Context: an optimization exercise on an open-source flow, tuned for small area. The choices shown serve that exercise and are no tape-out recipe.
The RTL was checked by simulation tests, not by an equivalence proof against the original design.
No activity file was given, so power comes from the tool's default toggle rates.

// instr_fetch_mem
module instr_fetch_mem (
  input  logic        clk,
  input  logic        rst,
  input  logic        req_valid,
  output logic        req_ready,
  input  logic [63:0] req_pc,
  output logic        rsp_valid,
  input  logic        rsp_ready,
  output logic [63:0] rsp_instr,
  output logic [63:0] rsp_pc,
  output logic [1:0]  rsp_fault,
  input  logic        load_en,
  input  logic [7:0]  load_addr,
  input  logic [7:0]  load_data
);
  logic        full_q;
  logic        p_q;
  logic [63:0] instr_q, pc_q;
  logic        oor_q;
  logic [7:0]  mem_q [256];
  logic [7:0]  mem_d [256];
  logic        cap, cap_n;
  logic        misaligned, out_of_range, ok;
  logic [31:0] sel;
  logic        we;
  logic [31:0] wrd, wrd_n;
  logic [7:0]  lane;
  logic [7:0]  wcol_n;
  logic [7:0]  lcol [8];
  logic [63:0] pc_d;
  logic        oor_d;
  logic [63:0] instr_d;
  assign req_ready    = !rst && !load_en && (!full_q || rsp_ready);
  assign misaligned   = |req_pc[2:0];
  assign out_of_range = |req_pc[63:8] | (&req_pc[7:3] & misaligned);
  assign ok           = !misaligned && !out_of_range;
  assign cap          = !full_q || rsp_ready;
  assign cap_n        = !cap;
  assign we     = !rst && load_en;
  assign wcol_n = ~(load_data ^ {8{p_q}});
  always_comb begin
    for (int w = 0; w < 32; w++) begin
      wrd[w]   = we && (load_addr[7:3] == w[4:0]);
      wrd_n[w] = !wrd[w];
    end
    for (int k = 0; k < 8; k++) begin
      lane[k] = (load_addr[2:0] == k[2:0]);
      lcol[k] = ~(wcol_n & {8{lane[k]}});
    end
  end
  for (genvar r = 0; r < 256; r++) begin : g_row
    for (genvar b = 0; b < 8; b++) begin : g_bit
  ...
clock: 8.0 ns
lec_check: 0
cap_margin: 10
core_margin: 2
core_utilization: 40
slew_margin: 10
synth_hierarchical: 1
synth_minimum_keep_size: 0
standard.sh (not shown) runs the stock make flow with config.mk's settings and CLKGATE_MAP_FILE= SYNTH_SCRIPT=/design/flow/synth_recipe.tcl, a recipe that flattens the netlist after the stock synthesis.
==> flow/flow/run.sh <==
#!/bin/bash
# Layout flow: the standard ORFS flow (standard.sh, unchanged synthesis),
# with two settings passed to ORFS through its environment:
#  * port buffers use the smallest buffer, sky130_fd_sc_hd__buf_1, instead of
#    the resizer's default pick (every port still gets its buffer);
#  * the clock tree is built from clkbuf_8 buffers over clusters of at most
#    16 flops, without dummy loads (every register sees the same tree depth);
#  * after global routing, ORFS's power recovery (RECOVER_POWER) may downsize
#    any gate with positive slack, which also trims oversized gates.
# The full output of each step is in orfs/logs/...; make's output goes to
# flow_make.log.
set -euo pipefail
export BUFFER_PORTS_ARGS="-buffer_cell sky130_fd_sc_hd__buf_1"
export CTS_ARGS="-sink_clustering_enable -repair_clock_nets -dont_use_dummy_load -buf_list sky130_fd_sc_hd__clkbuf_8 -sink_clustering_size 16 -sink_clustering_max_diameter 60"
export RECOVER_POWER=100
bash standard.sh > flow_make.log 2>&1
The baseline completed and failed the layout checks on max-capacitance violations, max-slew violations.
Edit:
==> flow/flow/run.sh (replaced) <==
#!/bin/bash
# Layout flow: the standard ORFS flow (standard.sh, unchanged synthesis),
# with two settings passed to ORFS through its environment:
#  * port buffers use the smallest buffer, sky130_fd_sc_hd__buf_1, instead of
#    the resizer's default pick (every port still gets its buffer);
#  * the clock tree is built from clkbuf_8 buffers over clusters of at most
#    14 flops, without dummy loads (every register sees the same tree depth).
# The full output of each step is in orfs/logs/...; make's output goes to
# flow_make.log.
set -euo pipefail
export BUFFER_PORTS_ARGS="-buffer_cell sky130_fd_sc_hd__buf_1"
export CTS_ARGS="-sink_clustering_enable -repair_clock_nets -dont_use_dummy_load -buf_list sky130_fd_sc_hd__clkbuf_8 -sink_clustering_size 14 -sink_clustering_max_diameter 60"
bash standard.sh > flow_make.log 2>&1
What happened: Now the flow completed without violations. Routed wire length is about the same. Sequential power stays flat. Final area rose by about 0.9%.
Edit:
==> flow/flow/run.sh (replaced) <==
#!/bin/bash
# Layout flow: the standard ORFS flow (standard.sh, unchanged synthesis),
# with two settings passed to ORFS through its environment:
#  * port buffers use the smallest buffer, sky130_fd_sc_hd__buf_1, instead of
#    the resizer's default pick (every port still gets its buffer);
#  * the clock tree is built from clkbuf_8 buffers over clusters of at most
#    16 flops, without dummy loads (every register sees the same tree depth).
# The full output of each step is in orfs/logs/...; make's output goes to
# flow_make.log.
set -euo pipefail
export BUFFER_PORTS_ARGS="-buffer_cell sky130_fd_sc_hd__buf_1"
export CTS_ARGS="-sink_clustering_enable -repair_clock_nets -dont_use_dummy_load -buf_list sky130_fd_sc_hd__clkbuf_8 -sink_clustering_size 16 -sink_clustering_max_diameter 60"
bash standard.sh > flow_make.log 2>&1
The new run completed without violations.
Die area is unchanged.
Register-to-register slack is worse by 0.02 ns.
Via count barely changes.
Clock power went down by about 4.6%.
Non-clock buffer count is unchanged.
Worst setup slack improves by 0.0090 ns.
Critical path depth does not change.
Wire length hardly moves.
Global-route usage stays flat.

[afterwards: timing with drivers on the ports]
In the flow no input, the clock included, has a driving cell. The finished layouts below were timed again as built, in two steps.
Step 1 assumes that a clkbuf_16 drives the clock port and a buf_2 every other input.
Step 2 also shifts input and output timing later by t, the mid clock arrival at the registers, as if the neighbouring blocks saw the same clock.
a / b / c = ideal / step 1 / step 2; a / b = the first two.
run	shift t [ns]	setup WS [ns]	slew at the worst register clock pin (ns)
the first run	0.992	2.016 / 2.065 / 1.073	0.11 / 0.11
the second run	0.992	2.900 / 2.878 / 2.088	0.10 / 0.10
the third run	0.977	2.909 / 2.887 / 2.164	0.11 / 0.11
For the first run, which loses most, drivers alone change the setup slack by +0.049 ns; drivers and shift together by -0.943 ns.
